This design comes from an exercise in tuning for small area, a short achievable clock period and few clock cycles per item on the open sky130 flow, not from production work.
Where RTL was checked, it was by simulation tests only, not by an equivalence proof against the original.

// xtea_core
module xtea_core (
    input  logic         clock,
    input  logic         reset_n,
    input  logic         in_valid,
    output logic         in_ready,
    input  logic         mode,
    input  logic [31:0]  data_in1,
    input  logic [31:0]  data_in2,
    input  logic [127:0] key_in,
    output logic         out_valid,
    input  logic         out_ready,
    output logic [31:0]  data_out1,
    output logic [31:0]  data_out2,
    output logic         busy
);
For scale: roughly 1600 cells after synthesis, about 240 flip-flops, about 260 I/O pins, roughly 16000 sq um of cells after synthesis.
==> module xtea_core, before the edit <==
module xtea_core (
    input  logic         clock,
    input  logic         reset_n,
    input  logic         in_valid,
    output logic         in_ready,
    input  logic         mode,
    input  logic [31:0]  data_in1,
    input  logic [31:0]  data_in2,
    input  logic [127:0] key_in,
    output logic         out_valid,
    input  logic         out_ready,
    output logic [31:0]  data_out1,
    output logic [31:0]  data_out2,
    output logic         busy
);
    localparam logic [31:0] DELTA   = 32'h9E3779B9;
    logic         prep;     
    logic         run;      
    logic         full;     
    logic         ph;       
    logic         mode_q;
    logic [31:0]  x;
    logic [31:0]  y;
    logic [5:0]   n;        
    logic [31:0]  kk;       
    logic [127:0] key_q;
    logic         idle;
    logic         accept;
    logic         last;
    logic         fin_dec;
    logic [1:0]   idx;      
    logic [5:0]   n_nx;
    logic         ph_nx;
    logic [1:0]   idx_nx;
    logic [31:0]  sum;      
    logic [31:0]  sums [33];
    logic [31:0]  kw;
    logic [31:0]  mx;
    logic [31:0]  y_new;
    function automatic logic [31:0] add_bk(input logic [31:0] a, input logic [31:0] b,
                                           input logic cin);
        logic [32:0] gg;
        logic [32:0] pp;
        logic [31:0] p;
        p  = a ^ b;
        gg = {a & b, cin};
        pp = {p, 1'b0};
        for (int d = 1; d < 33; d = d * 2) begin
            for (int i = 2 * d - 1; i < 33; i = i + 2 * d) begin
                gg[i] = gg[i] | (pp[i] & gg[i - d]);
                pp[i] = pp[i] & pp[i - d];
            end
        end
        for (int d = 16; d >= 1; d = d / 2) begin
            for (int i = 3 * d - 1; i < 33; i = i + 2 * d) begin
                gg[i] = gg[i] | (pp[i] & gg[i - d]);
                pp[i] = pp[i] & pp[i - d];
            end
        end
        add_bk = p ^ gg[31:0];
    endfunction
    assign idle      = !prep && !run;
    assign in_ready  = idle && (!full || out_ready);
    assign accept    = in_valid && in_ready;
    assign out_valid = full;
    assign busy      = prep || run || full;
    for (genvar i = 0; i < 33; i++) begin : g_sum
        assign sums[i] = 32'(i * DELTA);
    end
    assign sum = sums[n];
    always_comb begin
        if (idle) begin
            n_nx   = mode ? 6'd32 : 6'd0;
            ph_nx  = 1'b0;
            idx_nx = mode ? sums[32][12:11] : sums[0][1:0];
        end else begin
            n_nx   = ph ? n : (mode_q ? n - 6'd1 : n + 6'd1);
            ph_nx  = !ph;
            idx_nx = (ph_nx ^ mode_q) ? sums[n_nx][12:11] : sums[n_nx][1:0];
        end
    end
    always_comb begin
        case (idx)
            2'd0:    kw = key_q[127:96];
            2'd1:    kw = key_q[95:64];
            2'd2:    kw = key_q[63:32];
            default: kw = key_q[31:0];
        endcase
    end
    assign mx    = ((y << 4) ^ (y >> 5)) + y;
    assign y_new = x + (mx ^ kk) + {31'd0, mode_q};
    assign last    = !ph && (mode_q ? (n == 6'd0) : n[5]);
    assign fin_dec = last && mode_q;
    always_ff @(posedge clock or negedge reset_n) begin
        if (!reset_n) begin
            prep <= 1'b0;
            run  <= 1'b0;
            full <= 1'b0;
        end else begin
            prep <= accept;
            if (prep) begin
                run <= 1'b1;
            end else if (run && last) begin
                run <= 1'b0;
            end
            if (run && last) begin
                full <= 1'b1;
            end else if (out_ready) begin
                full <= 1'b0;
            end
        end
    end
    always_ff @(posedge clock) begin
        if (accept) begin
            x      <= data_in1;
            y      <= data_in2;
            mode_q <= mode;
        end else if (prep) begin
            if (mode_q) begin
                x <= y;
                y <= x;
            end
        end else if (run) begin
            x <= fin_dec ? y_new : y;
            if (!fin_dec) y <= y_new;
        end
        if (idle) key_q <= key_in;
        n   <= n_nx;
        ph  <= ph_nx;
        idx <= idx_nx;
        kk <= add_bk(sum, kw, 1'b0) ^ {32{mode_q}};
    end
    assign data_out1 = x;
    assign data_out2 = y;
endmodule
export LEC_CHECK = 0
export CAP_MARGIN = 20
export CORE_MARGIN = 2
export CORE_UTILIZATION = 40
export SLEW_MARGIN = 20
create_clock -name core_clock -period 12.0 [get_ports {clock}]
standard.sh (not shown) runs the stock make flow with config.mk's settings and CLKGATE_MAP_FILE= SYNTH_SCRIPT=/design/flow/synth_recipe.tcl, a recipe that flattens the netlist after the stock synthesis.
==> flow/flow/run.sh <==
#!/bin/bash
# Layout flow: the standard flow (standard.sh: the standard synthesis, floorplan, place,
# CTS, route, finish) with two changes: the ports are buffered by the smallest buffer cell
# instead of the delay buffer buffer_ports picks by default, and clock tree synthesis adds no
# dummy loads. Each ORFS step logs to orfs/logs/; the whole make output goes to flow.log here.
set -euo pipefail
export BUFFER_PORTS_ARGS="-buffer_cell sky130_fd_sc_hd__buf_1"
export CTS_ARGS="-sink_clustering_enable -repair_clock_nets -dont_use_dummy_load -buf_list {sky130_fd_sc_hd__clkbuf_8}"
export SETUP_SLACK_MARGIN=6.5
bash standard.sh > flow.log 2>&1
Testbench counts at the start, summed over its fixed seeds: cycles 25,352, items 384.
Edit:
--- a/flow/design.v
+++ b/flow/design.v
@@ -12,25 +12,25 @@
     output logic [31:0]  data_out1,
     output logic [31:0]  data_out2,
     output logic         busy
 );
     localparam logic [31:0] DELTA   = 32'h9E3779B9;
     logic         prep;     
+    logic         post;     
     logic         run;      
     logic         full;     
     logic         ph;       
     logic         mode_q;
     logic [31:0]  x;
     logic [31:0]  y;
     logic [5:0]   n;        
     logic [31:0]  kk;       
     logic [127:0] key_q;
     logic         idle;
     logic         accept;
     logic         last;
-    logic         fin_dec;
     logic [1:0]   idx;      
     logic [5:0]   n_nx;
     logic         ph_nx;
     logic [1:0]   idx_nx;
     logic [31:0]  sum;      
     logic [31:0]  sums [33];
@@ -56,17 +56,17 @@
                 gg[i] = gg[i] | (pp[i] & gg[i - d]);
                 pp[i] = pp[i] & pp[i - d];
             end
         end
         add_bk = p ^ gg[31:0];
     endfunction
-    assign idle      = !prep && !run;
+    assign idle      = !prep && !run && !post;
     assign in_ready  = idle && (!full || out_ready);
     assign accept    = in_valid && in_ready;
     assign out_valid = full;
-    assign busy      = prep || run || full;
+    assign busy      = prep || run || post || full;
     for (genvar i = 0; i < 33; i++) begin : g_sum
         assign sums[i] = 32'(i * DELTA);
     end
     assign sum = sums[n];
     always_comb begin
         if (idle) begin
@@ -87,45 +87,44 @@
             default: kw = key_q[31:0];
         endcase
     end
     assign mx    = ((y << 4) ^ (y >> 5)) + y;
     assign y_new = x + (mx ^ kk) + {31'd0, mode_q};
     assign last    = !ph && (mode_q ? (n == 6'd0) : n[5]);
-    assign fin_dec = last && mode_q;
     always_ff @(posedge clock or negedge reset_n) begin
         if (!reset_n) begin
             prep <= 1'b0;
             run  <= 1'b0;
+            post <= 1'b0;
             full <= 1'b0;
         end else begin
             prep <= accept;
+            post <= run && last && mode_q;
             if (prep) begin
                 run <= 1'b1;
             end else if (run && last) begin
                 run <= 1'b0;
             end
-            if (run && last) begin
+            if ((run && last && !mode_q) || post) begin
                 full <= 1'b1;
             end else if (out_ready) begin
                 full <= 1'b0;
             end
         end
     end
     always_ff @(posedge clock) begin
         if (accept) begin
             x      <= data_in1;
             y      <= data_in2;
             mode_q <= mode;
-        end else if (prep) begin
-            if (mode_q) begin
-                x <= y;
-                y <= x;
-            end
+        end else if ((prep && mode_q) || post) begin
+            x <= y;
+            y <= x;
         end else if (run) begin
-            x <= fin_dec ? y_new : y;
-            if (!fin_dec) y <= y_new;
+            x <= y;
+            y <= y_new;
         end
         if (idle) key_q <= key_in;
         n   <= n_nx;
         ph  <= ph_nx;
         idx <= idx_nx;
         kk <= add_bk(sum, kw, 1'b0) ^ {32{mode_q}};
Global-route usage came out lower by 1.6 points.
Clock skew came out lower by 0.0085 ns.
Design area came out lower by 1.5%.
Wire length came out lower by 7.5%.
Sequential cell count came out higher by 1.
Maximum frequency came out lower by 2.4%.
Hold slack improved by 0.017 ns.
Die area came out lower by 0.43%.
For the second run of this note, only the layout was checked, not whether the RTL still works.

## afterwards: timing with drivers on the ports
Ports are ideal in the flow. The routed layouts listed here were re-timed in OpenROAD.
Step 1, drivers: a clkbuf_16 drives clock and a buf_2 each remaining input, both assumed.
Step 2 times the ports against the registers' clock, not the clock port: input delays grow and output delays shrink by t, the midpoint of the rising clock arrivals with the driver on.
a / b / c = ideal ports / drivers / drivers and shift; a / b = the first two.
run	t, ns	setup WS [ns]	hold slack, ns
the first run	0.598	6.729 / 6.702 / 6.702	0.531 / 0.531 / 0.531
the second run	0.613	6.598 / 6.579 / 6.579	0.548 / 0.548 / 0.548
After both steps every run listed still meets setup and hold. For the first run, which loses most, drivers alone change the setup slack by -0.027 ns; drivers and shift together by -0.027 ns.
